What follows belongs to an exercise in optimizing a design on an open flow for small area, a short achievable clock period and few clock cycles per item; a production flow would make more cautious choices.
RTL that was checked went through simulation tests only; none was proved equivalent to the original.
The RTL of runs 3 and 4 was laid out without a check of its function.
Power is estimated from default activity; no workload was simulated.

==> flow/constraint.sdc <==
create_clock -name core_clock -period 8.0 [get_ports {clk}]
set_input_delay 1.6000 -clock core_clock [delete_from_list [all_inputs] [get_ports {clk}]]
set_output_delay 1.6000 -clock core_clock [all_outputs]
set_load 0.01 [all_outputs]
==> flow/run.sh <==
#!/bin/bash
# synth_recipe.tcl (not shown) runs the flow's synth.tcl, then flattens the netlist and writes it again
# the make line also repeats each setting of config.mk as NAME=value (left out here)
make -C /OpenROAD-flow-scripts/flow DESIGN_CONFIG=/design/flow/config.mk WORK_HOME=/design/flow/orfs CLKGATE_MAP_FILE= SYNTH_SCRIPT=/design/flow/synth_recipe.tcl finish
==> flow/design.v <==
package noise_data_pkg;
	localparam int sample_w    = 8;   
	localparam int sum_w       = 14;  
	localparam int sq_sum_w    = 22;  
	localparam int var_w       = 16;  
	localparam int noise_sum_w = 20;  
	typedef struct packed {
		logic [sample_w-1:0] mean;
		logic [var_w-1:0]    variance;
		logic [3:0]          block_index;  
	} block_stat_t;
	typedef struct packed {
		logic [var_w-1:0] noise_level;
		logic [4:0]       block_count;  
	} noise_result_t;
endpackage
package noise_ctrl_pkg;
	localparam int block_samples   = 64;
	localparam int block_log2      = 6;
	localparam int addr_w          = 6;  
	localparam int max_blocks_log2 = 4;  
	typedef enum logic [1:0] {
		idle          = 2'd0,
		read_block    = 2'd1,  
		wait_for_mean = 2'd2,  
		drain         = 2'd3   
	} ctrl_state_t;
	typedef struct packed {
		logic                                bank;
		logic [7:0]                          mean;
		logic [max_blocks_log2-1:0]          block_index;
		logic                                last;  
	} variance_job_t;
endpackage
module noise_estimation_top (
	input  logic        clk,
	input  logic        rst_n,
	input  logic        start_of_frame,
	input  logic [2:0]  blocks_log2,
	input  logic        sample_valid,
	input  logic [7:0]  sample_data,
	output logic        sample_ready,
	output logic        block_stat_valid,
	output logic [27:0] block_stat,    
	output logic        noise_valid,
	output logic [20:0] noise_result   
);
	assign sample_ready = 1'b1;
	logic       v0;       
	logic [7:0] x0;       
	always_ff @(posedge clk or negedge rst_n) begin
		if (!rst_n) v0 <= 1'b0;
		else        v0 <= sample_valid;
	end
	always_ff @(posedge clk)
		x0 <= sample_valid ? sample_data : 8'd0;
	logic [5:0]  cnt;       
	logic        first;     
	logic        blk_last;  
	logic        blk_done;  
	logic [13:0] s_acc;     
	logic [13:0] s_next;
	logic [19:0] qs, qc;    
	logic [19:0] qs_g, qc_g;
	logic [19:0] qs_n, qc_n;
	assign blk_last = v0 && (&cnt);
	always_ff @(posedge clk or negedge rst_n) begin
		if (!rst_n) begin
			cnt      <= '0;
			first    <= 1'b1;
			blk_done <= 1'b0;
		end else begin
			blk_done <= blk_last;
			if (v0) begin
				cnt   <= cnt + 1'b1;
				first <= &cnt;
			end
		end
	end
	assign qs_g   = first ? 20'd0 : qs;
	assign qc_g   = first ? 20'd0 : qc;
	assign s_next = (first ? 14'd0 : s_acc) + {6'd0, x0};
	logic cs0;
	logic cs1;
	logic cs2;
	logic cs3;
	logic cs4;
	logic cs5;
	logic cs6;
	logic cs7;
	logic cs8;
	logic cs9;
	logic cs10;
	logic cs11;
	logic cs12;
	logic cs13;
	logic cs14;
	logic cs15;
	logic cs16;
	logic cs17;
	logic cs18;
	logic cs19;
	logic cs20;
	logic cs21;
	logic cs22;
	logic cs23;
	logic cs24;
	logic cs25;
	logic cs26;
	logic cs27;
	logic cs28;
	logic cs29;
	logic cs30;
	logic cs31;
	logic cs32;
	logic cs33;
	logic cs34;
	logic cs35;
	logic cs36;
	logic cs37;
	logic cs38;
	logic cs39;
	logic cs40;
	logic cs41;
	logic cs42;
	logic cs43;
	logic cs44;
	logic cs45;
	logic cs46;
	logic cs47;
	logic cs48;
	logic cs49;
	logic cs50;
	logic cs51;
	logic cs52;
	logic cs53;
	logic cs54;
	logic cs55;
	logic cs56;
	logic cs57;
	logic cs58;
	logic cs59;
	logic cs60;
	logic cs61;
	logic cs62;
	logic cs63;
	logic cs64;
	logic cs65;
	logic cs66;
	logic cs67;
	logic cs68;
	logic cs69;
	logic cs70;
	logic cs71;
	logic cs72;
	logic cs73;
	logic cs74;
	logic cs75;
	logic cs76;
	logic cs77;
	logic cs78;
	logic cs79;
	logic cs80;
	logic cs81;
	logic cs82;
	logic cs83;
	logic cs84;
	logic cs85;
	logic cs86;
	logic cs87;
	logic cs88;
	logic cs89;
	logic cs90;
	logic cs91;
	logic cs92;
	logic cs93;
	assign cs0 = qs_g[5] ^ qc_g[5];
	assign cs1 = qs_g[5] & qc_g[5];
	assign cs2 = qs_g[6] ^ qc_g[6] ^ (x0[0] & x0[5]);
	assign cs3 = (qs_g[6] & qc_g[6]) | (qs_g[6] & (x0[0] & x0[5])) | (qc_g[6] & (x0[0] & x0[5]));
	assign cs4 = qs_g[7] ^ qc_g[7] ^ (x0[0] & x0[6]);
	assign cs5 = (qs_g[7] & qc_g[7]) | (qs_g[7] & (x0[0] & x0[6])) | (qc_g[7] & (x0[0] & x0[6]));
	assign cs6 = (x0[1] & x0[5]) ^ (x0[2] & x0[4]);
	assign cs7 = (x0[1] & x0[5]) & (x0[2] & x0[4]);
	assign cs8 = qs_g[8] ^ qc_g[8] ^ (x0[0] & x0[7]);
	assign cs9 = (qs_g[8] & qc_g[8]) | (qs_g[8] & (x0[0] & x0[7])) | (qc_g[8] & (x0[0] & x0[7]));
	assign cs10 = (x0[1] & x0[6]) ^ (x0[2] & x0[5]) ^ (x0[4] & ~x0[3]);
	assign cs11 = ((x0[1] & x0[6]) & (x0[2] & x0[5])) | ((x0[1] & x0[6]) & (x0[4] & ~x0[3])) | ((x0[2] & x0[5]) & (x0[4] & ~x0[3]));
	assign cs12 = qs_g[9] ^ qc_g[9] ^ (x0[1] & x0[7]);
	assign cs13 = (qs_g[9] & qc_g[9]) | (qs_g[9] & (x0[1] & x0[7])) | (qc_g[9] & (x0[1] & x0[7]));
	assign cs14 = (x0[2] & x0[6]) ^ (x0[3] & x0[5]) ^ (x0[4] & x0[3]);
	assign cs15 = ((x0[2] & x0[6]) & (x0[3] & x0[5])) | ((x0[2] & x0[6]) & (x0[4] & x0[3])) | ((x0[3] & x0[5]) & (x0[4] & x0[3]));
	assign cs16 = qs_g[10] ^ qc_g[10] ^ (x0[2] & x0[7]);
	assign cs17 = (qs_g[10] & qc_g[10]) | (qs_g[10] & (x0[2] & x0[7])) | (qc_g[10] & (x0[2] & x0[7]));
	assign cs18 = (x0[3] & x0[6]) ^ (x0[5] & ~x0[4]);
	assign cs19 = (x0[3] & x0[6]) & (x0[5] & ~x0[4]);
	assign cs20 = qs_g[11] ^ qc_g[11] ^ (x0[3] & x0[7]);
	assign cs21 = (qs_g[11] & qc_g[11]) | (qs_g[11] & (x0[3] & x0[7])) | (qc_g[11] & (x0[3] & x0[7]));
	assign cs22 = (x0[4] & x0[6]) ^ (x0[5] & x0[4]);
	assign cs23 = (x0[4] & x0[6]) & (x0[5] & x0[4]);
	assign cs24 = qs_g[12] ^ qc_g[12] ^ (x0[4] & x0[7]);
	assign cs25 = (qs_g[12] & qc_g[12]) | (qs_g[12] & (x0[4] & x0[7])) | (qc_g[12] & (x0[4] & x0[7]));
	assign cs26 = qs_g[13] ^ qc_g[13];
	assign cs27 = qs_g[13] & qc_g[13];
	assign cs28 = qs_g[3] ^ qc_g[3];
	assign cs29 = qs_g[3] & qc_g[3];
	assign cs30 = qs_g[4] ^ qc_g[4] ^ (x0[0] & x0[3]);
	assign cs31 = (qs_g[4] & qc_g[4]) | (qs_g[4] & (x0[0] & x0[3])) | (qc_g[4] & (x0[0] & x0[3]));
	assign cs32 = cs0 ^ (x0[0] & x0[4]) ^ (x0[1] & x0[3]);
	assign cs33 = (cs0 & (x0[0] & x0[4])) | (cs0 & (x0[1] & x0[3])) | ((x0[0] & x0[4]) & (x0[1] & x0[3]));
	assign cs34 = cs1 ^ cs2 ^ (x0[1] & x0[4]);
	assign cs35 = (cs1 & cs2) | (cs1 & (x0[1] & x0[4])) | (cs2 & (x0[1] & x0[4]));
	assign cs36 = cs3 ^ cs4 ^ cs6;
	assign cs37 = (cs3 & cs4) | (cs3 & cs6) | (cs4 & cs6);
	assign cs38 = cs5 ^ cs7 ^ cs8;
	assign cs39 = (cs5 & cs7) | (cs5 & cs8) | (cs7 & cs8);
	assign cs40 = cs9 ^ cs11 ^ cs12;
	assign cs41 = (cs9 & cs11) | (cs9 & cs12) | (cs11 & cs12);
	assign cs42 = cs13 ^ cs15 ^ cs16;
	assign cs43 = (cs13 & cs15) | (cs13 & cs16) | (cs15 & cs16);
	assign cs44 = cs17 ^ cs19 ^ cs20;
	assign cs45 = (cs17 & cs19) | (cs17 & cs20) | (cs19 & cs20);
	assign cs46 = cs21 ^ cs23 ^ cs24;
	assign cs47 = (cs21 & cs23) | (cs21 & cs24) | (cs23 & cs24);
	assign cs48 = cs25 ^ cs26 ^ (x0[5] & x0[7]);
	assign cs49 = (cs25 & cs26) | (cs25 & (x0[5] & x0[7])) | (cs26 & (x0[5] & x0[7]));
	assign cs50 = cs27 ^ qs_g[14] ^ qc_g[14];
	assign cs51 = (cs27 & qs_g[14]) | (cs27 & qc_g[14]) | (qs_g[14] & qc_g[14]);
	assign cs52 = qs_g[15] ^ qc_g[15];
	assign cs53 = qs_g[15] & qc_g[15];
	assign cs54 = qs_g[0] ^ qc_g[0];
	assign cs55 = qs_g[0] & qc_g[0];
	assign cs56 = qs_g[1] ^ qc_g[1];
	assign cs57 = qs_g[1] & qc_g[1];
	assign cs58 = qs_g[2] ^ qc_g[2] ^ (x0[1] & ~x0[0]);
	assign cs59 = (qs_g[2] & qc_g[2]) | (qs_g[2] & (x0[1] & ~x0[0])) | (qc_g[2] & (x0[1] & ~x0[0]));
	assign cs60 = cs28 ^ (x0[0] & x0[2]) ^ (x0[1] & x0[0]);
	assign cs61 = (cs28 & (x0[0] & x0[2])) | (cs28 & (x0[1] & x0[0])) | ((x0[0] & x0[2]) & (x0[1] & x0[0]));
	assign cs62 = cs29 ^ cs30 ^ (x0[2] & ~x0[1]);
	assign cs63 = (cs29 & cs30) | (cs29 & (x0[2] & ~x0[1])) | (cs30 & (x0[2] & ~x0[1]));
	assign cs64 = cs31 ^ cs32 ^ (x0[2] & x0[1]);
	assign cs65 = (cs31 & cs32) | (cs31 & (x0[2] & x0[1])) | (cs32 & (x0[2] & x0[1]));
	assign cs66 = cs33 ^ cs34 ^ (x0[3] & ~x0[2]);
	assign cs67 = (cs33 & cs34) | (cs33 & (x0[3] & ~x0[2])) | (cs34 & (x0[3] & ~x0[2]));
	assign cs68 = cs35 ^ cs36 ^ (x0[3] & x0[2]);
	assign cs69 = (cs35 & cs36) | (cs35 & (x0[3] & x0[2])) | (cs36 & (x0[3] & x0[2]));
	assign cs70 = cs37 ^ cs38 ^ cs10;
	assign cs71 = (cs37 & cs38) | (cs37 & cs10) | (cs38 & cs10);
	assign cs72 = cs39 ^ cs40 ^ cs14;
	assign cs73 = (cs39 & cs40) | (cs39 & cs14) | (cs40 & cs14);
	assign cs74 = cs41 ^ cs42 ^ cs18;
	assign cs75 = (cs41 & cs42) | (cs41 & cs18) | (cs42 & cs18);
	assign cs76 = cs43 ^ cs44 ^ cs22;
	assign cs77 = (cs43 & cs44) | (cs43 & cs22) | (cs44 & cs22);
	assign cs78 = cs45 ^ cs46 ^ (x0[6] & ~x0[5]);
	assign cs79 = (cs45 & cs46) | (cs45 & (x0[6] & ~x0[5])) | (cs46 & (x0[6] & ~x0[5]));
	assign cs80 = cs47 ^ cs48 ^ (x0[6] & x0[5]);
	assign cs81 = (cs47 & cs48) | (cs47 & (x0[6] & x0[5])) | (cs48 & (x0[6] & x0[5]));
	assign cs82 = cs49 ^ cs50 ^ (x0[7] & ~x0[6]);
	assign cs83 = (cs49 & cs50) | (cs49 & (x0[7] & ~x0[6])) | (cs50 & (x0[7] & ~x0[6]));
	assign cs84 = cs51 ^ cs52 ^ (x0[7] & x0[6]);
	assign cs85 = (cs51 & cs52) | (cs51 & (x0[7] & x0[6])) | (cs52 & (x0[7] & x0[6]));
	assign cs86 = cs53 ^ qs_g[16] ^ qc_g[16];
	assign cs87 = (cs53 & qs_g[16]) | (cs53 & qc_g[16]) | (qs_g[16] & qc_g[16]);
	assign cs88 = qs_g[17] ^ qc_g[17];
	assign cs89 = qs_g[17] & qc_g[17];
	assign cs90 = qs_g[18] ^ qc_g[18];
	assign cs91 = qs_g[18] & qc_g[18];
	assign cs92 = qs_g[19] ^ qc_g[19];
	assign cs93 = qs_g[19] & qc_g[19];
	assign qs_n = {cs91, cs89, cs87, cs85, cs83, cs81, cs79, cs77, cs75, cs73, cs71, cs69, cs67, cs65, cs63, cs61, cs59, cs57, cs55, cs54};
	assign qc_n = {cs92, cs90, cs88, cs86, cs84, cs82, cs80, cs78, cs76, cs74, cs72, cs70, cs68, cs66, cs64, cs62, cs60, cs58, cs56, x0[0]};
	always_ff @(posedge clk) begin
		s_acc <= s_next;
		qs    <= qs_n;
		qc    <= qc_n;
	end
	logic [7:0]  mean_q;
	logic [5:0]  rem_q;     
	logic [4:0]  ph;
	logic        ic;        
	logic        pin;       
	logic        cin;
	logic        rbits, mbits;
	logic [6:0]  ms;        
	logic [7:0]  mc;        
	logic [7:0]  mpp, mu, mw;
	logic        prod;      
	logic        c1, c2;    
	logic        t1, d;     
	logic [19:0] dq;        
	logic [19:0] cq;        
	logic        bv;        
	logic [2:0]  mi;
	logic        prod_q;
	assign rbits = (ph >= 5'd2) && (ph <= 5'd6);
	assign mbits = (ph >= 5'd7) && (ph <= 5'd14);
	assign mi    = ph[2:0] + 3'd1;
	assign cin   = (ph == 5'd7) ? rem_q[0] : ic;
	assign pin   = (rbits & rem_q[0]) | (mbits & (mean_q[mi] ^ cin));
	assign mpp = pin ? mean_q : 8'd0;
	always_comb begin
		for (int i = 0; i < 8; i++) begin
			mu[i] = ((i < 7) ? ms[i] : 1'b0) ^ mc[i] ^ mpp[i];
			mw[i] = (((i < 7) ? ms[i] : 1'b0) & mc[i]) | (((i < 7) ? ms[i] : 1'b0) & mpp[i]) | (mc[i] & mpp[i]);
		end
	end
	assign prod = mu[0];
	assign t1 = dq[0] ^ cq[0] ^ c1;
	assign d  = t1 ^ ~prod_q ^ c2;
	always_ff @(posedge clk or negedge rst_n) begin
		if (!rst_n) begin
			ph <= 5'd31;
			bv <= 1'b0;
		end else begin
			bv <= (ph == 5'd21);
			if (blk_last)          ph <= 5'd1;
			else if (ph != 5'd31)  ph <= ph + 1'b1;
		end
	end
	always_ff @(posedge clk) begin
		if (blk_last) begin
			mean_q <= s_next[13:6];
			rem_q  <= s_next[5:0];
		end else if (rbits) begin
			rem_q  <= {1'b0, rem_q[5:1]};
		end
		ic <= mbits & mean_q[mi] & cin;
		prod_q <= prod;
		ms <= mu[7:1];
		mc <= mw;
		if (blk_done) begin
			dq <= qs;
			cq <= qc;
			c1 <= 1'b0;
			c2 <= 1'b1;
		end else begin
			dq <= {d, dq[19:1]};
			cq <= {1'b0, cq[19:1]};
			c1 <= (dq[0] & cq[0]) | (dq[0] & c1) | (cq[0] & c1);
			c2 <= (t1 & ~prod_q) | (t1 & c2) | (~prod_q & c2);
		end
	end
	logic [3:0]  idx;
	logic [4:0]  bc;        
	logic        last;
	logic        lastq;     
	logic        firstq;    
	logic        nv;
	logic [17:0] nsum;
	logic        nact;
	logic        nstart, nend;
	logic        ncy;
	logic        abit, nbit;
	logic [1:0]  nadd;
	assign last = bc[0] | (bc[1] & idx[0]) | (bc[2] & (&idx[1:0]))
	            | (bc[3] & (&idx[2:0])) | (bc[4] & (&idx));
	assign nstart = |(bc & {ph == 5'd8,  ph == 5'd7,  ph == 5'd6,  ph == 5'd5,  ph == 5'd4});
	assign nend   = |(bc & {ph == 5'd25, ph == 5'd24, ph == 5'd23, ph == 5'd22, ph == 5'd21});
	assign abit   = d & (ph >= 5'd8) & (ph <= 5'd21);
	assign nbit   = nsum[0] & !firstq;
	assign nadd   = {1'b0, abit} + {1'b0, nbit} + {1'b0, ncy};
	always_ff @(posedge clk or negedge rst_n) begin
		if (!rst_n) begin
			idx  <= '0;
			nv   <= 1'b0;
			nact <= 1'b0;
		end else begin
			nv <= nact && nend && lastq;
			if (nstart)            nact <= 1'b1;
			else if (nend)         nact <= 1'b0;
			if (start_of_frame)    idx  <= '0;
			else if (bv)           idx  <= idx + 1'b1;
		end
	end
	always_ff @(posedge clk) begin
		if (start_of_frame)
			bc <= 5'd1 << blocks_log2;
		if (blk_done) begin
			lastq  <= last;
			firstq <= (idx == 4'd0);
		end
		if (blk_done)
			ncy <= 1'b0;
		else if (nstart || nact) begin
			ncy  <= nadd[1];
			nsum <= {nadd[0], nsum[17:1]};
		end
	end
	assign block_stat_valid = bv;
	assign block_stat       = {mean_q, 2'b00, dq[19:6], idx};
	assign noise_valid      = nv;
	assign noise_result     = {2'b00, nsum[17:4], bc};
endmodule
==> flow/config.mk <==
export PLATFORM = sky130hd
export DESIGN_NAME = noise_estimation_top
export DESIGN_NICKNAME = noise_estimation_top
export VERILOG_FILES = /design/flow/design.v
export SDC_FILE = /design/flow/constraint.sdc
export NUM_CORES = 4
export LEC_CHECK = 0
export CAP_MARGIN = 20
export CORE_MARGIN = 2
export CORE_UTILIZATION = 60
export CTS_BUF_LIST = sky130_fd_sc_hd__clkbuf_4 sky130_fd_sc_hd__clkbuf_8
export SETUP_SLACK_MARGIN = 5.0
export SLEW_MARGIN = 20
==> notes.md, run 1 <==
# TYPE chip_impl_metric gauge
chip_impl_metric{name="drt_pre_antenna_iters",unit=""} 5
chip_impl_metric{name="drt_wl_total",unit="um"} 14200
chip_impl_metric{name="via_count_of_the_first_global_routing_pass",unit=""} 5262
chip_impl_info{name="holdCritPathClass",value="flop to flop"} 1
chip_impl_metric{name="power.density_cell_area",unit="nW/um^2"} 358
chip_impl_metric{name="setup_skew_after_layout",unit="ps"} 12.1
chip_impl_metric{name="yosysWarnings",unit=""} 1
chip_impl_metric{name="floorplan.die.height",unit="um"} 121
chip_impl_metric{name="leakage_power",unit="uW"} 0.00431
chip_impl_metric{name="post_synth_num_cell_types",unit=""} 56
chip_impl_metric{name="tightest_slew",unit="ps"} 998
chip_impl_metric{name="via_per_inst",unit=""} 5.22
chip_impl_metric{name="drv.max_cap_violation_count",unit=""} 0
chip_impl_metric{name="p_clk_frac",unit=""} 0.206
chip_impl_metric{name="numCtsBuffers",unit=""} 17
chip_impl_metric{name="cellInternalPower",unit="uW"} 2220
chip_impl_metric{name="hold-worst-slack",unit="ps"} 436
chip_impl_metric{name="irDropWorstVdd",unit="V"} 0.000188
chip_impl_metric{name="clkLatencyLatePin",unit="ps"} 460
chip_impl_metric{name="synthDominantCellAreaShare",unit=""} 0.300
chip_impl_info{name="post-synth-top-count-cell",value="dfxtp_1"} 1
chip_impl_info{name="rsz0062_at_grt",value="true"} 1
chip_impl_metric{name="maximum_single_stage_delay_on_the_critical_path",unit="ps"} 540
chip_impl_metric{name="final_period_minus_worst_setup_slack",unit="ps"} 2940
chip_impl_info{name="worst_r2r_endpoint",value="mean_q[4]"} 1
chip_impl_metric{name="reg2reg_setup_slack",unit="ps"} 5160
chip_impl_metric{name="die_area",unit="um^2"} 14500
chip_impl_metric{name="drtAntennaViolNets",unit=""} 0
chip_impl_metric{name="grt_use_total",unit=""} 0.221
chip_impl_metric{name="setup-violations-final",unit=""} 0
chip_impl_metric{name="count_of_flip_flops_with_a_built_in_enable_after_synthesis",unit=""} 39
chip_impl_metric{name="cts.clk_slew.worst_paths",unit="ps"} 90
chip_impl_info{name="gate_family_responsible_for_the_most_delay_along_the_worst_path",value="buffers and inverters"} 1
chip_impl_metric{name="port_buffers",unit=""} 61
chip_impl_metric{name="global_route_wire_length_before_repair",unit="um"} 24800
chip_impl_metric{name="grt-ovfl-total",unit=""} 0
chip_impl_info{name="timing.setup.critical_path_class",value="flop to primary output"} 1
chip_impl_metric{name="initial_antenna_violation_count",unit=""} 0
chip_impl_metric{name="p_seq_frac",unit=""} 0.448
chip_impl_info{name="min-delay-start",value="nsum[2]"} 1
chip_impl_metric{name="reg2regPathDepth",unit=""} 8
chip_impl_metric{name="relSlewSlack",unit=""} 0.335
chip_impl_info{name="worst_hold_endpoint",value="nsum[1]"} 1
chip_impl_metric{name="syn-cell-area",unit="um^2"} 8150
chip_impl_metric{name="vias",unit=""} 4840
chip_impl_metric{name="comb_power_share",unit=""} 0.346
chip_impl_metric{name="layout_cells_sized_above_1",unit=""} 0.153
chip_impl_metric{name="period_share",unit=""} 0.367
chip_impl_info{name="worstSetupEndpointType",value="primary output"} 1
chip_impl_info{name="ys_dominant_reg_cell",value="dfxtp_1"} 1
chip_impl_metric{name="fin_tns_setup",unit="ps"} 0
chip_impl_info{name="status",value="finished clean"} 1
chip_impl_metric{name="max_clock_freq",unit="MHz"} 340
chip_impl_info{name="worst_r2r_startpoint",value="first"} 1
chip_impl_metric{name="detail_route.iter0.violations",unit=""} 258
chip_impl_metric{name="syn-instance-count",unit=""} 685
chip_impl_metric{name="syn_to_final_growth",unit="%"} 14.3
chip_impl_info{name="cts_root_buffer",value="clkbuf_8"} 1
chip_impl_metric{name="switching_share",unit=""} 0.334
chip_impl_metric{name="crit_arrival",unit="ps"} 1340
chip_impl_info{name="yosys.area.top_type",value="dfxtp_1"} 1
chip_impl_metric{name="slew_violations",unit=""} 0
chip_impl_metric{name="syn-mean-instance-area",unit="um^2"} 11.9
chip_impl_info{name="tritoncts",value="yes"} 1
chip_impl_metric{name="ys_seq_elements",unit=""} 182
chip_impl_metric{name="place.gp.congestion",unit=""} 0.794
chip_impl_info{name="slowest_stage",value="clkdlybuf4s50_1"} 1
chip_impl_metric{name="final_number_of_hold_violating_endpoints",unit=""} 0
chip_impl_info{name="synth_common_cells",value="dfxtp_1 (122), inv_1 (70), fa_1 (46), mux2_2 (46), nor2b_1 (43)"} 1
chip_impl_metric{name="h_tree_depth",unit=""} 4
chip_impl_metric{name="hold-path-cell-count",unit=""} 0
chip_impl_metric{name="numClockSinks",unit=""} 182
chip_impl_metric{name="top_level_i_o_count",unit=""} 67
chip_impl_metric{name="drc",unit=""} 0
chip_impl_metric{name="effective_utilization_at_floorplan",unit=""} 0.616
chip_impl_info{name="cp_cell_sequence",value="clkdlybuf4s50_1"} 1
chip_impl_metric{name="routedWlPerCell",unit="um"} 15.3
chip_impl_metric{name="critPathRequiredTime",unit="ps"} 6400
chip_impl_metric{name="core_region_area",unit="um^2"} 13200
chip_impl_metric{name="clk_path_buf_depth",unit=""} 2
chip_impl_metric{name="postSynth.asyncResetShare",unit=""} 0.115
chip_impl_metric{name="path_max_fanout",unit=""} 2
chip_impl_metric{name="power_switching",unit="uW"} 1110
chip_impl_metric{name="antenna-diode-count",unit=""} 0
chip_impl_metric{name="std_cell_rows",unit=""} 42
chip_impl_metric{name="sequential_to_total_area_share_from_yosys_stat",unit=""} 0.509
chip_impl_metric{name="fin_nets",unit=""} 829
chip_impl_metric{name="worstPathBufferInverterCount",unit=""} 1
chip_impl_metric{name="die-width",unit="um"} 121
chip_impl_info{name="startpoint_type",value="flop"} 1
chip_impl_info{name="synthTopCellsByArea",value="dfxtp_1 (30%), edfxtp_1 (14%), fa_1 (11%)"} 1
chip_impl_metric{name="dp_hpwl",unit="um"} 9550
chip_impl_metric{name="largest_net_degree_at_the_start_of_global_routing",unit=""} 47
[through the flow]
| stage | std cells | setup slack, ps | area, um^2 | utilization | total power [uW] |
|---|---|---|---|---|---|
| 2_1_floorplan | 688 | 5010 | 8160 | - | 2360 |
| 3_3_place_gp | 876 | 4600 | 8680 | 0.656 | 2610 |
| 3_5_place_dp | 876 | 4500 | 8680 | 0.656 | 2680 |
| 4_1_cts | 924 | 5000 | 9240 | 0.698 | 3370 |
| 5_1_grt | 928 | 4980 | 9320 | 0.704 | 3610 |
| 6_report | 928 | 5060 | 9320 | 0.704 | 3330 |
[logic make-up (layout without fill, tap and decap cells)]
logic type | count (synthesis) | count (layout) | share of synthesized area
adders and majority gates | 75 | 75 | 0.157
buffers and inverters | 120 | 184 | 0.0718
other | 2 | 5 | 0.000921
DFF | 182 | 182 | 0.509
AOI/OAI and AO/OA | 46 | 46 | 0.0385
xor gates and xnor gates | 18 | 18 | 0.0193
and+or+nand+nor | 187 | 187 | 0.124
muxes | 55 | 55 | 0.0790
[per-layer routing]
metal,part of all wire,track usage,up-vias
li1,-,-,2315
met1,0.45,0.280,2395
met2,0.49,0.373,107
met3,0.036,0.0500,23
met4,0.017,0.0807,0
met5,0,0,-
[cell usage in the layout (no fill, tap or decap), types with 6 or more instances in the layout]
cell and n:
ha_1 29, buf_4 20, dfrtp_1 12, nand3_1 6, xor2_1 8, mux2i_1 6
nor3_1 6, and2_1 30, nor2b_1 43, edfxtp_1 39, clkdlybuf4s50_1 16, dfxtp_1 122
xnor2_1 10, clkbuf_8 17, fa_1 46, dlymetal6s2s_1 22, a21o_1 9, nand2_1 42
o21ai_0 6, a21oi_1 10, nor2_1 26, inv_1 69, mux2_2 46, dlygate4sd2_1 22
[worst max-delay path by stage]
stage                   from               end  slack [ps]  cells after the start
floorplan              first         mean_q[4]        5010                     10
global placement       first             qc[7]        4600                      6
detailed placement     first             qc[7]        4500                      6
CTS                 nsum[17]  noise_result[18]        5000                      1
global route           first         mean_q[7]        4980                      7
finish                dq[10]     block_stat[8]        5060                      1
[flip-flops by register name (all words and copies together), names as in the netlist, 5 cells and up]
name / flops
cq: 20
dq: 20
qc: 20
qs: 20
nsum: 18
s_acc: 14
mc: 8
mean_q: 8
x0: 8
ms: 7
cnt: 6
rem_q: 6
bc: 5
ph: 5
[power by group through the flow]
stage	registers (uW)	clock network, uW	logic [uW]
6_report	1490	688	1150
5_1_grt	1530	745	1330
4_1_cts	1500	709	1160
3_5_place_dp	1520	0	1160
3_3_place_gp	1520	0	1100
2_1_floorplan	1440	0	928
[area by class of cell]
type                       count  area, um^2
multi-input combinational    386        3430
timing repair buffer          82         798
tap                          176         220
clock buffer                  17         234
sequential                   182        4150
fill                         981        3920
clock inverter                15         214
inverter                      70         267
[timing repair]
action / in CTS / in global routing
cloned: 0 / 0
resized for setup: 26 / 23
hold buffers: 0 / 0
endpoints found under the setup margin: 51 / 31
setup buffers: 16 / 4
pin swaps: 0 / 1
Testbench counts, summed over its fixed seeds: cycles 38,525, samples 36,864.
==> run 2, diff against run 1 <==
--- a/flow/config.mk
+++ b/flow/config.mk
@@ -10,4 +10,3 @@
 export CORE_UTILIZATION = 60
 export CTS_BUF_LIST = sky130_fd_sc_hd__clkbuf_4 sky130_fd_sc_hd__clkbuf_8
-export SETUP_SLACK_MARGIN = 5.0
 export SLEW_MARGIN = 20
==> run 2 against run 1 <==
Against the previous run:
- core utilization down 1.5 points
- via count down 1.8%
- wire length down 3.3%
- setup slack worse by 560 ps
- non-clock buffer count down 20
- largest cell class unchanged
- design area down 2.1%
- first-iteration DRC count up 1.9%
- maximum frequency down 16%
- sequential share of layout area up 0.88 points
- clock power about the same
- still clean on timing, DRC and antenna
- largest power group unchanged
==> notes.md, run 2 <==
# TYPE chip_impl_metric gauge
chip_impl_metric{name="overall_power",unit="uW"} 3340
chip_impl_info{name="holdCritPathClass",value="flop to flop"} 1
chip_impl_metric{name="largest_net_degree_at_the_start_of_global_routing",unit=""} 47
chip_impl_info{name="startpoint_type",value="flop"} 1
chip_impl_info{name="tritoncts",value="yes"} 1
chip_impl_metric{name="drtAntennaViolNets",unit=""} 0
chip_impl_info{name="post-synth-top-count-cell",value="dfxtp_1"} 1
chip_impl_info{name="worstSetupEndpointType",value="flop"} 1
chip_impl_info{name="synthTopCellsByArea",value="dfxtp_1 (30%), edfxtp_1 (14%), fa_1 (11%)"} 1
chip_impl_metric{name="drv.max_cap_violation_count",unit=""} 0
chip_impl_info{name="ys_dominant_reg_cell",value="dfxtp_1"} 1
chip_impl_metric{name="critPathRequiredTime",unit="ps"} 8340
chip_impl_info{name="worst_r2r_startpoint",value="first"} 1
chip_impl_metric{name="switching_share",unit=""} 0.332
chip_impl_metric{name="layout_cells_sized_above_1",unit=""} 0.126
chip_impl_metric{name="floorplan.die.height",unit="um"} 121
chip_impl_info{name="final_cell_mix",value="dfxtp_1 (122), inv_1 (70), clkdlybuf4s50_1 (60), mux2_2 (46), fa_1 (46)"} 1
chip_impl_metric{name="slew_violations",unit=""} 0
chip_impl_metric{name="count_of_flip_flops_with_a_built_in_enable_after_synthesis",unit=""} 39
chip_impl_metric{name="max_clock_freq",unit="MHz"} 286
chip_impl_metric{name="power.density_cell_area",unit="nW/um^2"} 366
chip_impl_metric{name="cts.clk_slew.worst_paths",unit="ps"} 90
chip_impl_metric{name="p_clk_frac",unit=""} 0.207
chip_impl_metric{name="top_level_i_o_count",unit=""} 67
chip_impl_metric{name="postSynth.asyncResetShare",unit=""} 0.115
chip_impl_metric{name="syn-mean-instance-area",unit="um^2"} 11.9
chip_impl_metric{name="die-width",unit="um"} 121
chip_impl_metric{name="clk_path_buf_depth",unit=""} 2
chip_impl_metric{name="path_max_fanout",unit=""} 44
chip_impl_metric{name="grt-ovfl-total",unit=""} 0
chip_impl_metric{name="period_share",unit=""} 0.437
chip_impl_info{name="timing.critical_path.from",value="first"} 1
chip_impl_metric{name="cts_post_setup_buffers_inserted",unit=""} 0
chip_impl_info{name="cp_common_cell",value="fa_1"} 1
chip_impl_info{name="worst_r2r_endpoint",value="qc[7]"} 1
chip_impl_metric{name="leakage_power",unit="uW"} 0.00393
chip_impl_metric{name="numClockSinks",unit=""} 182
chip_impl_metric{name="final_number_of_hold_violating_endpoints",unit=""} 0
chip_impl_metric{name="syn-instance-count",unit=""} 685
chip_impl_info{name="timing.critical_path.to",value="qc[7]"} 1
chip_impl_metric{name="met1_usage",unit=""} 0.280
chip_impl_info{name="rsz0062_at_grt",value="false"} 1
chip_impl_metric{name="core_region_area",unit="um^2"} 13200
chip_impl_info{name="timing.setup.critical_path_class",value="flop to flop"} 1
chip_impl_metric{name="yosysWarnings",unit=""} 1
chip_impl_metric{name="grtUsageMet2",unit=""} 0.358
chip_impl_metric{name="synth_xor_area_frac",unit=""} 0.0193
chip_impl_metric{name="maximum_single_stage_delay_on_the_critical_path",unit="ps"} 1110
chip_impl_metric{name="std_cell_rows",unit=""} 42
chip_impl_info{name="slowest_stage",value="dfstp_2"} 1
chip_impl_metric{name="place.gp.congestion",unit=""} 0.794
chip_impl_info{name="cp_cell_sequence",value="inv_1 -> nand2_1 -> fa_1 -> fa_1 -> inv_1 -> fa_1"} 1
chip_impl_metric{name="relSlewSlack",unit=""} 0.342
chip_impl_metric{name="dp_hpwl",unit="um"} 9550
chip_impl_metric{name="comb_power_share",unit=""} 0.343
chip_impl_metric{name="fin_nets",unit=""} 809
chip_impl_metric{name="setup_skew_after_layout",unit="ps"} 11.8
chip_impl_metric{name="holdBufCountCts",unit=""} 0
chip_impl_metric{name="sequential_to_total_area_share_from_yosys_stat",unit=""} 0.509
chip_impl_metric{name="syn_to_final_growth",unit="%"} 11.9
chip_impl_metric{name="cellInternalPower",unit="uW"} 2230
chip_impl_info{name="synth_top_family_by_area",value="adder cells"} 1
chip_impl_info{name="cts_root_buffer",value="clkbuf_8"} 1
chip_impl_metric{name="routedWlPerCell",unit="um"} 15.2
chip_impl_metric{name="post_synth_and_or_nand_nor_area_fraction",unit=""} 0.124
chip_impl_metric{name="grtUsageMet3",unit=""} 0.0491
chip_impl_metric{name="via_count_of_the_first_global_routing_pass",unit=""} 5126
chip_impl_metric{name="crit_arrival",unit="ps"} 3840
chip_impl_metric{name="synth-compound-area-share",unit=""} 0.0385
chip_impl_metric{name="post_synth_num_cell_types",unit=""} 56
chip_impl_metric{name="via_per_inst",unit=""} 5.24
chip_impl_metric{name="drc",unit=""} 0
chip_impl_metric{name="antenna-diode-count",unit=""} 0
chip_impl_metric{name="effective_utilization_at_floorplan",unit=""} 0.616
chip_impl_info{name="min-delay-start",value="nsum[2]"} 1
chip_impl_metric{name="ys_seq_elements",unit=""} 182
chip_impl_metric{name="drt_pre_antenna_iters",unit=""} 5
chip_impl_metric{name="h_tree_depth",unit=""} 4
chip_impl_metric{name="tightest_slew",unit="ps"} 986
chip_impl_info{name="layout.cells.most_common",value="dfxtp_1"} 1
chip_impl_metric{name="drt_wl_total",unit="um"} 13800
chip_impl_metric{name="synth_mux_area_frac",unit=""} 0.0790
chip_impl_info{name="status",value="finished clean"} 1
chip_impl_metric{name="reg2reg_setup_slack",unit="ps"} 4500
chip_impl_metric{name="power_switching",unit="uW"} 1110
chip_impl_metric{name="vias",unit=""} 4755
chip_impl_metric{name="p_seq_frac",unit=""} 0.451
chip_impl_metric{name="detail_route.iter0.violations",unit=""} 263
chip_impl_metric{name="global_route_wire_length_before_repair",unit="um"} 24300
chip_impl_metric{name="die_area",unit="um^2"} 14500
chip_impl_info{name="synth_common_cells",value="dfxtp_1 (122), inv_1 (70), fa_1 (46), mux2_2 (46), nor2b_1 (43)"} 1
chip_impl_metric{name="clkLatencyLatePin",unit="ps"} 460
chip_impl_metric{name="setup-violations-final",unit=""} 0
chip_impl_metric{name="numCtsBuffers",unit=""} 17
chip_impl_metric{name="initial_antenna_violation_count",unit=""} 0
chip_impl_metric{name="port_buffers",unit=""} 61
chip_impl_metric{name="synthDominantCellAreaShare",unit=""} 0.300
chip_impl_metric{name="fin_tns_setup",unit="ps"} 0
chip_impl_metric{name="grt_use_total",unit=""} 0.216
chip_impl_metric{name="syn-cell-area",unit="um^2"} 8150
chip_impl_metric{name="synthAdderAreaFrac",unit=""} 0.157
chip_impl_metric{name="final_period_minus_worst_setup_slack",unit="ps"} 3500
chip_impl_info{name="yosys.area.top_type",value="dfxtp_1"} 1
chip_impl_metric{name="reg2regPathDepth",unit=""} 6
chip_impl_metric{name="irDropWorstVdd",unit="V"} 0.000188
chip_impl_info{name="grt-busiest-layer",value="met2"} 1
chip_impl_metric{name="post_cts.resized_instances",unit=""} 0
[run 2: cells by family (layout without fill, tap and decap cells)]
family | Yosys count | after routing
buffers and inverters | 120 | 164
multiplexers | 55 | 55
AO/OA/AOI/OAI | 46 | 46
adder cells (fa/ha/maj) | 75 | 75
other | 2 | 5
XOR/XNOR | 18 | 18
flip-flops | 182 | 182
AND/OR/NAND/NOR | 187 | 187
[run 2: power groups by stage]
stage | clock network [uW] | logic, uW | registers (uW)
floorplan | 0 | 928 | 1440
global placement | 0 | 1100 | 1520
detailed placement | 0 | 1160 | 1520
CTS | 709 | 1170 | 1510
global route | 747 | 1320 | 1550
finish | 690 | 1150 | 1500
[run 2: metrics by stage]
| stage | instances | hold WS (ps) | cell area (um^2) | util | setup slack (ps) |
|---|---|---|---|---|---|
| 2_1_floorplan | 688 | 400 | 8160 | - | 5010 |
| 3_3_place_gp | 876 | 420 | 8680 | 0.656 | 4600 |
| 3_5_place_dp | 876 | 411 | 8680 | 0.656 | 4500 |
| 4_1_cts | 908 | 437 | 9130 | 0.689 | 4490 |
| 5_1_grt | 908 | 454 | 9130 | 0.689 | 4290 |
| 6_report | 908 | 436 | 9130 | 0.689 | 4500 |
[run 2: final cells by class]
cell class / instances / area [um^2]
sequential: 182 / 4150
fill: 1007 / 4120
multi-input combinational: 386 / 3430
timing repair buffer: 62 / 613
inverter: 70 / 263
clock buffer: 17 / 234
tap: 176 / 220
clock inverter: 15 / 214
[run 2: worst min-delay path by stage]
stage               to  slack (ps)  cells past startpoint
4_1_cts        nsum[1]         440                      0
3_5_place_dp   nsum[2]         410                      0
2_1_floorplan  nsum[0]         400                      0
6_report       nsum[1]         440                      0
5_1_grt        nsum[2]         450                      0
3_3_place_gp   nsum[1]         420                      0
[run 2: critical path, delay by kind of cell, from the launching register on]
| kind | cells | cell delay, ps |
|---|---|---|
| adder cells (fa/ha/maj) | 3 | 1440 |
| AND/OR/NAND/NOR | 1 | 220 |
| buffers and inverters | 2 | 610 |
| flip-flops | 1 | 1110 |
[run 2: routing by layer]
| metal | vias to the layer above | wire length (um) |
|---|---|---|
| met5 | - | 0 |
| met3 | 22 | 444 |
| li1 | 2273 | - |
| met2 | 93 | 6720 |
| met4 | 0 | 210 |
| met1 | 2367 | 6390 |
==> run 3, diff against run 2 <==
--- a/flow/design.v
+++ b/flow/design.v
@@ -320,10 +320,7 @@
 	end
 	always_ff @(posedge clk) begin
-		if (blk_last) begin
-			mean_q <= s_next[13:6];
-			rem_q  <= s_next[5:0];
-		end else if (rbits) begin
-			rem_q  <= {1'b0, rem_q[5:1]};
-		end
+		if (blk_done)
+			mean_q <= s_acc[13:6];
+		rem_q <= blk_done ? s_acc[5:0] : {1'b0, rem_q[5:1]};
 		ic <= mbits & mean_q[mi] & cin;
 		prod_q <= prod;
==> flow/flow/run.sh (new file) <==
#!/bin/bash
# The standard layout (standard.sh: the ORFS flow and synthesis, unchanged) with three
# settings the flow's own config cannot express:
#  - ports buffered with a plain buffer instead of the slow delay cell buffer_ports picks;
#  - clock tree built without dummy loads;
set -euo pipefail
export BUFFER_PORTS_ARGS="-buffer_cell sky130_fd_sc_hd__buf_2"
export CTS_ARGS="-sink_clustering_enable -repair_clock_nets -dont_use_dummy_load -buf_list {sky130_fd_sc_hd__clkbuf_4 sky130_fd_sc_hd__clkbuf_8}"
export SETUP_SLACK_MARGIN=5.5
bash standard.sh > standard.log 2>&1
==> flow/standard.sh (new file) <==
#!/bin/bash
# synth_recipe.tcl (not shown) runs the flow's synth.tcl, then flattens the netlist and writes it again
# the make line also repeats each setting of config.mk as NAME=value (left out here)
make -C /OpenROAD-flow-scripts/flow DESIGN_CONFIG=/design/flow/config.mk WORK_HOME=/design/flow/orfs CLKGATE_MAP_FILE= SYNTH_SCRIPT=/design/flow/synth_recipe.tcl "${@:-finish}"
removed: flow/run.sh
==> run 3 against run 2 <==
Against the previous run:
- design area grew 3.3%
- synthesized area is 1.4% lower
- clock power fell by 34%
- critical path depth up 3
- wire length rose by 2.6%
- largest cell class unchanged
- maximum frequency increased by 30%
- core utilization is 2.8 points higher
- still clean
- largest power group unchanged
- sequential power about the same
- non-clock buffer count is 74 higher
==> notes.md, run 3 <==
# TYPE chip_impl_metric gauge
chip_impl_metric{name="numClockSinks",unit=""} 182
chip_impl_metric{name="die_area",unit="um^2"} 14300
chip_impl_metric{name="drtAntennaViolNets",unit=""} 0
chip_impl_metric{name="p_clk_frac",unit=""} 0.141
chip_impl_metric{name="yosysWarnings",unit=""} 1
chip_impl_metric{name="layout.cell_area.non_filler",unit="um^2"} 9430
chip_impl_metric{name="routedWlPerCell",unit="um"} 14.9
chip_impl_metric{name="place.gp.congestion",unit=""} 0.785
chip_impl_metric{name="grt-ovfl-total",unit=""} 0
chip_impl_metric{name="clk_path_buf_depth",unit=""} 2
chip_impl_metric{name="drc",unit=""} 0
chip_impl_metric{name="power_switching",unit="uW"} 1050
chip_impl_info{name="synthTopCellsByArea",value="dfxtp_1 (32%), edfxtp_1 (12%), fa_1 (11%)"} 1
chip_impl_metric{name="setup-violations-final",unit=""} 0
chip_impl_metric{name="clkLatencyLatePin",unit="ps"} 440
chip_impl_metric{name="synthDominantCellAreaShare",unit=""} 0.319
chip_impl_metric{name="dp_hpwl",unit="um"} 9150
chip_impl_metric{name="global_route_wire_length_before_repair",unit="um"} 23600
chip_impl_metric{name="fin_tns_setup",unit="ps"} 0
chip_impl_metric{name="post_synth_num_cell_types",unit=""} 56
chip_impl_metric{name="count_of_flip_flops_with_a_built_in_enable_after_synthesis",unit=""} 33
chip_impl_info{name="tritoncts",value="yes"} 1
chip_impl_metric{name="sequential_to_total_area_share_from_yosys_stat",unit=""} 0.508
chip_impl_metric{name="relSlewSlack",unit=""} 0.478
chip_impl_metric{name="holdBufCountCts",unit=""} 0
chip_impl_info{name="final_cell_mix",value="dfxtp_1 (114), buf_4 (65), inv_1 (63), mux2_2 (48), buf_2 (44)"} 1
chip_impl_metric{name="std_cell_rows",unit=""} 42
chip_impl_metric{name="cellInternalPower",unit="uW"} 2170
chip_impl_metric{name="reg2reg_setup_slack",unit="ps"} 5310
chip_impl_info{name="yosys.area.top_type",value="dfxtp_1"} 1
chip_impl_info{name="status",value="finished clean"} 1
chip_impl_metric{name="floorplan.die.height",unit="um"} 120
chip_impl_info{name="synth_common_cells",value="dfxtp_1 (128), inv_1 (69), mux2_2 (48), nor2b_1 (47), fa_1 (46)"} 1
chip_impl_metric{name="via_per_inst",unit=""} 5.06
chip_impl_metric{name="path_max_fanout",unit=""} 8
chip_impl_metric{name="fin_nets",unit=""} 866
chip_impl_metric{name="port_buffers",unit=""} 61
chip_impl_metric{name="switching_share",unit=""} 0.326
chip_impl_metric{name="ys_seq_elements",unit=""} 182
chip_impl_metric{name="slew_violations",unit=""} 0
chip_impl_metric{name="critPathRequiredTime",unit="ps"} 8320
chip_impl_metric{name="drt_pre_antenna_iters",unit=""} 4
chip_impl_metric{name="period_share",unit=""} 0.337
chip_impl_metric{name="h_tree_depth",unit=""} 4
chip_impl_metric{name="power.density_cell_area",unit="nW/um^2"} 342
chip_impl_info{name="startpoint_type",value="flop"} 1
chip_impl_metric{name="final_number_of_hold_violating_endpoints",unit=""} 0
chip_impl_metric{name="numCtsBuffers",unit=""} 17
chip_impl_metric{name="setup_skew_after_layout",unit="ps"} 20.4
chip_impl_metric{name="comb_power_share",unit=""} 0.400
chip_impl_info{name="post-synth-top-count-cell",value="dfxtp_1"} 1
chip_impl_info{name="timing.setup.critical_path_class",value="flop to flop"} 1
chip_impl_info{name="rsz0062_at_grt",value="true"} 1
chip_impl_metric{name="drv.max_cap_violation_count",unit=""} 0
chip_impl_metric{name="reg2regPathDepth",unit=""} 9
chip_impl_metric{name="p_seq_frac",unit=""} 0.460
chip_impl_info{name="cp_common_cell",value="buf_6"} 1
chip_impl_metric{name="top_level_i_o_count",unit=""} 67
chip_impl_metric{name="syn_to_final_growth",unit="%"} 17.3
chip_impl_metric{name="core_region_area",unit="um^2"} 13100
chip_impl_metric{name="tightest_slew",unit="ps"} 783
chip_impl_info{name="cp_cell_sequence",value="buf_6 -> mux4_2 -> mux2i_4 -> xnor2_2 -> o31ai_4 -> buf_6 -> nand2_2 -> fa_1 -> inv_1"} 1
chip_impl_info{name="ys_dominant_reg_cell",value="dfxtp_1"} 1
chip_impl_metric{name="detail_route.iter0.violations",unit=""} 253
chip_impl_metric{name="final_period_minus_worst_setup_slack",unit="ps"} 2690
chip_impl_metric{name="fillerInstances",unit=""} 974
chip_impl_metric{name="crit_arrival",unit="ps"} 3020
chip_impl_metric{name="leakage_power",unit="uW"} 0.00419
chip_impl_metric{name="hold-path-cell-count",unit=""} 0
chip_impl_metric{name="maximum_single_stage_delay_on_the_critical_path",unit="ps"} 670
chip_impl_metric{name="max_clock_freq",unit="MHz"} 371
chip_impl_metric{name="grt_use_total",unit=""} 0.211
chip_impl_metric{name="effective_utilization_at_floorplan",unit=""} 0.612
chip_impl_metric{name="syn-cell-area",unit="um^2"} 8040
chip_impl_metric{name="syn-instance-count",unit=""} 667
chip_impl_metric{name="layout_cells_sized_above_1",unit=""} 0.358
chip_impl_info{name="slowest_stage",value="dfstp_4"} 1
chip_impl_info{name="cts_root_buffer",value="clkbuf_8"} 1
chip_impl_metric{name="vias",unit=""} 4811
chip_impl_metric{name="largest_net_degree_at_the_start_of_global_routing",unit=""} 60
chip_impl_metric{name="cts.clk_slew.worst_paths",unit="ps"} 80
chip_impl_metric{name="syn-mean-instance-area",unit="um^2"} 12.1
chip_impl_metric{name="die-width",unit="um"} 120
chip_impl_info{name="layout.cells.most_common",value="dfxtp_1"} 1
chip_impl_metric{name="drt_wl_total",unit="um"} 14100
chip_impl_info{name="holdCritPathClass",value="flop to flop"} 1
chip_impl_metric{name="via_count_of_the_first_global_routing_pass",unit=""} 4992
chip_impl_metric{name="irDropWorstVdd",unit="V"} 0.000227
chip_impl_metric{name="antenna-diode-count",unit=""} 0
chip_impl_metric{name="cell_area_reported_after_detailed_placement",unit="um^2"} 8310
chip_impl_metric{name="postSynth.asyncResetShare",unit=""} 0.115
chip_impl_info{name="worstSetupEndpointType",value="flop"} 1
chip_impl_metric{name="initial_antenna_violation_count",unit=""} 0
run 3: cell types whose count changed in the layout (fill, tap and decap cells not counted), sizes merged, moves of 4 or more:
cell,change
a21o,-6
buf,+134
bufinv,-4
clkdlybuf4s50,-60
dfxtp,+6
edfxtp,-6
inv,-9
nor2,-10
nor2b,+4
nor3,-5
run 3: final timing paths:
path	from	end
worst max register to register	ph[0]	ms[0]
worst max-delay path	ph[0]	ms[0]
min in group asynchronous	rst_n	cnt[1]
max in group asynchronous	rst_n	blk_done
worst min-delay path	nsum[3]	nsum[2]
worst min register to register	nsum[3]	nsum[2]
run 3: metal layers:
layer / track usage / up-vias / wire [um] / share of wire
met5: 0 / - / 0 / 0
met4: 0.0669 / 0 / 246 / 0.017
met3: 0.0494 / 20 / 489 / 0.035
met1: 0.269 / 2362 / 6440 / 0.46
met2: 0.357 / 97 / 6940 / 0.49
li1: - / 2332 / - / -
run 3: timing repair:
| action | in CTS | in global routing |
|---|---|---|
| setup endpoints to repair | 115 | 83 |
| buffers inserted | 46 | 28 |
| pin swaps | 16 | 26 |
| gates resized for setup | 66 | 27 |
run 3: final cells by class:
class / count / area (um^2) / share of cell area
Tap cell: 176 / 220 / 0.0234
Timing Repair Buffer: 136 / 1020 / 0.108
Clock buffer: 17 / 234 / 0.0248
Sequential cell: 182 / 4120 / 0.437
Multi-Input combinational cell: 370 / 3570 / 0.379
Inverter: 69 / 265 / 0.0281
run 3: per-stage QoR:
| step | total power, uW | utilization | setup slack [ps] | instances | hold slack, ps |
|---|---|---|---|---|---|
| after floorplan | 2330 | - | 5400 | 670 | 400 |
| after global placement | 2470 | 0.633 | 4720 | 859 | 421 |
| after detailed placement | 2530 | 0.633 | 4670 | 859 | 408 |
| after CTS | 3180 | 0.695 | 5320 | 922 | 435 |
| after global routing | 3480 | 0.718 | 5230 | 950 | 451 |
| final | 3220 | 0.718 | 5310 | 950 | 429 |
run 3: kinds of logic (layout without fill, tap and decap cells):
family | count (synthesis) | in the layout | synth area share
XOR/XNOR | 20 | 20 | 0.0218
other | 2 | 5 | 0.000934
AO/OA/AOI/OAI | 43 | 43 | 0.0363
buffers and inverters | 118 | 222 | 0.0719
flip-flops | 182 | 182 | 0.508
AND/OR/NAND/NOR | 171 | 171 | 0.118
adder cells (fa/ha/maj) | 75 | 75 | 0.160
multiplexers | 56 | 56 | 0.0828
run 3: power by group through the flow:
stage / combinational, uW / clock [uW] / sequential, uW
finish: 1290 / 453 / 1480
floorplan: 923 / 0 / 1410
CTS: 1220 / 473 / 1480
global placement: 982 / 0 / 1490
global route: 1450 / 507 / 1520
detailed placement: 1030 / 0 / 1500
run 3: critical path, delay by kind of cell, from the launching register on:
family | cells | cell delay, ps
multiplexers | 2 | 720
buffers and inverters | 3 | 350
adder cells (fa/ha/maj) | 1 | 480
flip-flops | 1 | 670
XOR/XNOR | 1 | 110
AO/OA/AOI/OAI | 1 | 180
AND/OR/NAND/NOR | 1 | 70
==> run 4, diff against run 3 <==
--- a/flow/design.v
+++ b/flow/design.v
@@ -289,4 +289,5 @@
 	logic        c1, c2;    
 	logic        t1, d;     
+	logic        dfill;
 	logic [19:0] dq;        
 	logic [19:0] cq;        
@@ -307,6 +308,7 @@
 	end
 	assign prod = mu[0];
-	assign t1 = dq[0] ^ cq[0] ^ c1;
-	assign d  = t1 ^ ~prod_q ^ c2;
+	assign t1    = dq[0] ^ cq[0] ^ c1;
+	assign d     = t1 ^ ~prod_q ^ c2;
+	assign dfill = d & (ph >= 5'd2) & (ph <= 5'd21);  
 	always_ff @(posedge clk or negedge rst_n) begin
 		if (!rst_n) begin
@@ -322,17 +324,15 @@
 		if (blk_done)
 			mean_q <= s_acc[13:6];
-		rem_q <= blk_done ? s_acc[5:0] : {1'b0, rem_q[5:1]};
+		rem_q <= ({6{blk_done}} & s_acc[5:0]) | {1'b0, rem_q[5:1]};
 		ic <= mbits & mean_q[mi] & cin;
 		prod_q <= prod;
 		ms <= mu[7:1];
 		mc <= mw;
+		dq <= ({20{blk_done}} & qs) | {dfill, dq[19:1]};
+		cq <= ({20{blk_done}} & qc) | {1'b0, cq[19:1]};
 		if (blk_done) begin
-			dq <= qs;
-			cq <= qc;
 			c1 <= 1'b0;
 			c2 <= 1'b1;
 		end else begin
-			dq <= {d, dq[19:1]};
-			cq <= {1'b0, cq[19:1]};
 			c1 <= (dq[0] & cq[0]) | (dq[0] & c1) | (cq[0] & c1);
 			c2 <= (t1 & ~prod_q) | (t1 & c2) | (~prod_q & c2);
--- a/flow/flow/run.sh
+++ b/flow/flow/run.sh
@@ -7,4 +7,4 @@
 export BUFFER_PORTS_ARGS="-buffer_cell sky130_fd_sc_hd__buf_2"
 export CTS_ARGS="-sink_clustering_enable -repair_clock_nets -dont_use_dummy_load -buf_list {sky130_fd_sc_hd__clkbuf_4 sky130_fd_sc_hd__clkbuf_8}"
-export SETUP_SLACK_MARGIN=5.5
+export SETUP_SLACK_MARGIN=5.35
 bash standard.sh > standard.log 2>&1
==> run 4 against run 3 <==
Against the previous run:
- non-clock buffer count down 35
- count of clock-buffer cells in the layout unchanged
- synthesized cell count up 2.5%
- clock skew up 4.6 ps
- via count about the same
- combinational power down 19%
- setup slack better by 49 ps
- highest routed layer unchanged
- design area down 7.5%
- sequential share of layout area up 3.3 points
- register-to-register slack better by 140 ps
- critical endpoint is now block_stat[20]
- die area down 1.7%
- largest cell class unchanged
- core utilization down 3.2 points
==> notes.md, run 4 <==
# TYPE chip_impl_metric gauge
chip_impl_metric{name="clk_path_buf_depth",unit=""} 2
chip_impl_info{name="layout.cells.most_common",value="dfxtp_1"} 1
chip_impl_info{name="synthTopCellsByArea",value="dfxtp_1 (32%), edfxtp_1 (13%), fa_1 (12%)"} 1
chip_impl_metric{name="h_tree_depth",unit=""} 4
chip_impl_metric{name="setup_skew_after_layout",unit="ps"} 24.9
chip_impl_metric{name="sequential_to_total_area_share_from_yosys_stat",unit=""} 0.518
chip_impl_info{name="worst_r2r_endpoint",value="prod_q"} 1
chip_impl_info{name="cts_root_buffer",value="clkbuf_8"} 1
chip_impl_metric{name="postSynth.asyncResetShare",unit=""} 0.115
chip_impl_info{name="post-synth-top-count-cell",value="dfxtp_1"} 1
chip_impl_metric{name="dp_hpwl",unit="um"} 9410
chip_impl_metric{name="power.density_cell_area",unit="nW/um^2"} 337
chip_impl_info{name="ys_dominant_reg_cell",value="dfxtp_1"} 1
chip_impl_info{name="synth_common_cells",value="dfxtp_1 (128), inv_1 (77), a21o_1 (48), fa_1 (46), nand2_1 (46)"} 1
chip_impl_metric{name="met3_length",unit="um"} 593
chip_impl_metric{name="final_period_minus_worst_setup_slack",unit="ps"} 2640
chip_impl_metric{name="max_clock_freq",unit="MHz"} 378
chip_impl_info{name="worstSetupEndpointType",value="primary output"} 1
chip_impl_metric{name="via_count_of_the_first_global_routing_pass",unit=""} 4960
chip_impl_metric{name="period_share",unit=""} 0.330
chip_impl_metric{name="path_max_fanout",unit=""} 2
chip_impl_metric{name="yosysWarnings",unit=""} 1
chip_impl_metric{name="setup-violations-final",unit=""} 0
chip_impl_metric{name="place.gp.congestion",unit=""} 0.776
chip_impl_metric{name="critPathRequiredTime",unit="ps"} 6400
chip_impl_info{name="status",value="finished clean"} 1
chip_impl_metric{name="count_of_flip_flops_with_a_built_in_enable_after_synthesis",unit=""} 33
chip_impl_metric{name="tightest_slew",unit="ps"} 698
chip_impl_metric{name="die_area",unit="um^2"} 14100
chip_impl_metric{name="vias",unit=""} 4815
chip_impl_metric{name="floorplan.die.height",unit="um"} 119
chip_impl_metric{name="drt_pre_antenna_iters",unit=""} 5
chip_impl_info{name="worst_hold_endpoint",value="cq[9]"} 1
chip_impl_info{name="tritoncts",value="yes"} 1
chip_impl_metric{name="worstPathBufferInverterCount",unit=""} 1
chip_impl_metric{name="clkLatencyLatePin",unit="ps"} 460
chip_impl_metric{name="detailroute.wirelength.met2",unit="um"} 7080
chip_impl_info{name="yosys.area.top_type",value="dfxtp_1"} 1
chip_impl_metric{name="top_level_i_o_count",unit=""} 67
chip_impl_info{name="timing.setup.critical_path_class",value="flop to primary output"} 1
chip_impl_metric{name="post_synth_num_cell_types",unit=""} 52
chip_impl_metric{name="maximum_single_stage_delay_on_the_critical_path",unit="ps"} 430
chip_impl_metric{name="grt-ovfl-total",unit=""} 0
chip_impl_metric{name="syn_to_final_growth",unit="%"} 10.5
chip_impl_metric{name="relSlewSlack",unit=""} 0.534
chip_impl_metric{name="wl_met1",unit="um"} 6280
chip_impl_metric{name="cts.clk_slew.worst_paths",unit="ps"} 80
chip_impl_metric{name="std_cell_rows",unit=""} 41
chip_impl_metric{name="layout_cells_sized_above_1",unit=""} 0.193
chip_impl_info{name="min-delay-start",value="cq[10]"} 1
chip_impl_metric{name="reg2reg_setup_slack",unit="ps"} 5450
chip_impl_metric{name="syn-mean-instance-area",unit="um^2"} 11.5
chip_impl_info{name="worst_r2r_startpoint",value="ph[0]"} 1
chip_impl_metric{name="grt_use_total",unit=""} 0.218
chip_impl_metric{name="core_region_area",unit="um^2"} 12700
chip_impl_metric{name="fin_tns_setup",unit="ps"} 0
chip_impl_metric{name="initial_antenna_violation_count",unit=""} 0
chip_impl_metric{name="slew_violations",unit=""} 0
chip_impl_info{name="slowest_stage",value="edfxtp_1"} 1
chip_impl_metric{name="detail_route.iter0.violations",unit=""} 217
chip_impl_metric{name="preCtsSetupSlack",unit="ps"} 4480
chip_impl_metric{name="hold-path-cell-count",unit=""} 1
chip_impl_metric{name="synthDominantCellAreaShare",unit=""} 0.325
chip_impl_metric{name="global_route_wire_length_before_repair",unit="um"} 23900
chip_impl_metric{name="via_per_inst",unit=""} 5.18
chip_impl_metric{name="syn-instance-count",unit=""} 684
chip_impl_metric{name="largest_net_degree_at_the_start_of_global_routing",unit=""} 61
chip_impl_metric{name="routedWlPerCell",unit="um"} 15.2
chip_impl_metric{name="numCtsBuffers",unit=""} 17
chip_impl_info{name="cp_cell_sequence",value="buf_2"} 1
chip_impl_metric{name="leakage_power",unit="uW"} 0.00423
chip_impl_info{name="gate_family_responsible_for_the_most_delay_along_the_worst_path",value="flip-flops"} 1
chip_impl_metric{name="drv.max_cap_violation_count",unit=""} 0
chip_impl_metric{name="numClockSinks",unit=""} 182
chip_impl_metric{name="ys_seq_elements",unit=""} 182
chip_impl_metric{name="syn-cell-area",unit="um^2"} 7900
chip_impl_metric{name="drtAntennaViolNets",unit=""} 0
chip_impl_metric{name="drc",unit=""} 0
chip_impl_metric{name="die-width",unit="um"} 119
chip_impl_metric{name="irDropWorstVdd",unit="V"} 0.000164
chip_impl_info{name="holdCritPathClass",value="flop to flop"} 1
chip_impl_info{name="rsz0062_at_grt",value="true"} 1
chip_impl_info{name="final_cell_mix",value="dfxtp_1 (128), inv_1 (74), buf_2 (61), a21o_1 (48), fa_1 (46)"} 1
chip_impl_metric{name="antenna-diode-count",unit=""} 0
chip_impl_info{name="startpoint_type",value="flop"} 1
chip_impl_metric{name="crit_arrival",unit="ps"} 1040
chip_impl_metric{name="final_number_of_hold_violating_endpoints",unit=""} 0
chip_impl_info{name="maxUsedRoutingLayer",value="met4"} 1
chip_impl_metric{name="drt_wl_total",unit="um"} 14100
chip_impl_metric{name="layout_setup_ws",unit="ps"} 5360
chip_impl_metric{name="fin_nets",unit=""} 849
chip_impl_metric{name="reg2regPathDepth",unit=""} 9
chip_impl_metric{name="port_buffers",unit=""} 61
chip_impl_metric{name="effective_utilization_at_floorplan",unit=""} 0.621
[run 4: cell types whose count changed in the layout (fill, tap and decap cells not counted), sizes merged, moves of 4 or more]
cell and change:
buf -35, mux2 -47, or3 +4, o21ai +4, nand2 +5, a21o +45, inv +8, nor2b -4
nor2 +4
[run 4: logic make-up after synthesis]
group	count (synthesis)	share of synthesized area
flip-flops	182	0.518
AND/OR/NAND/NOR	182	0.125
buffers and inverters	126	0.0780
AO/OA/AOI/OAI	90	0.0802
adder cells (fa/ha/maj)	75	0.163
XOR/XNOR	18	0.0200
multiplexers	9	0.0162
other	2	0.000951
[run 4: per-layer routing]
metal | vias to the layer above | global-route usage
met2 | 118 | 0.374
met4 | 0 | 0.0685
li1 | 2327 | -
met5 | - | 0
met3 | 13 | 0.0478
met1 | 2357 | 0.276
[run 4: worst max-delay path by stage]
| stage | startpoint | end | slack (ps) | cells past startpoint |
|---|---|---|---|---|
| after global routing | mean_q[0] | block_stat[20] | 5320 | 1 |
| after global placement | first | qc[7] | 4610 | 6 |
| after detailed placement | first | qc[7] | 4480 | 6 |
| final | mean_q[0] | block_stat[20] | 5360 | 1 |
| after CTS | mean_q[1] | block_stat[21] | 5340 | 1 |
| after floorplan | first | qc[10] | 5370 | 8 |
[run 4: layout make-up]
cell class	count	area, um^2
Inverter	77	295
Multi-Input combinational cell	379	3240
Fill cell	1006	4000
Clock buffer	17	234
Sequential cell	182	4090
Timing Repair Buffer	101	637
Tap cell	172	215
Timing Repair inverter	1	5.00
[run 4: through the flow]
stage	total power, uW	util	std cells	hold slack, ps	instance area [um^2]
6_report	2940	0.686	929	409	8720
5_1_grt	3180	0.686	929	418	8720
4_1_cts	2930	0.675	916	411	8590
3_5_place_dp	2430	0.638	872	388	8110
3_3_place_gp	2370	0.638	872	389	8110
2_1_floorplan	2240	-	687	382	7920
[run 4: where the power goes]
| group | total [uW] | internal [uW] | switching (uW) |
|---|---|---|---|
| clock | 450 | 188 | 262 |
| combinational | 1040 | 492 | 545 |
| sequential | 1450 | 1270 | 179 |
| total | 2940 | 1950 | 986 |
[run 4: timing repair]
item                                    4_1_cts  5_1_grt
pin swaps                                     1        4
hold buffers                                  0        0
setup buffers                                26       13
gates resized for setup                       6       14
gates cloned                                  1        0
endpoints found under the setup margin       71       48

## static timing again, ports no longer ideal
Ports are ideal in the flow. The routed layouts listed here were re-timed in OpenROAD. Step 1, drivers: a clkbuf_16 drives clk and a buf_2 each remaining input, both assumed. Step 2 adds t to the input delays and takes it off the output delays; t is the mean of the earliest and latest rising clock arrival at the registers after step 1. Input paths then give back, and output paths get back, about the clock's delay inside the block. a / b / c = ideal / step 1 / step 2; a / b = the first two.
run	shift t [ns]	setup slack, ns	worst setup path at the end
run 1	0.490	5.063 / 5.026 / 5.160	register to register
run 2	0.495	4.505 / 4.505 / 4.505	register to register
run 3	0.465	5.308 / 5.304 / 5.308	register to register
run 4	0.482	5.356 / 5.318 / 5.446	register to register
After both steps every run listed still meets setup and hold.
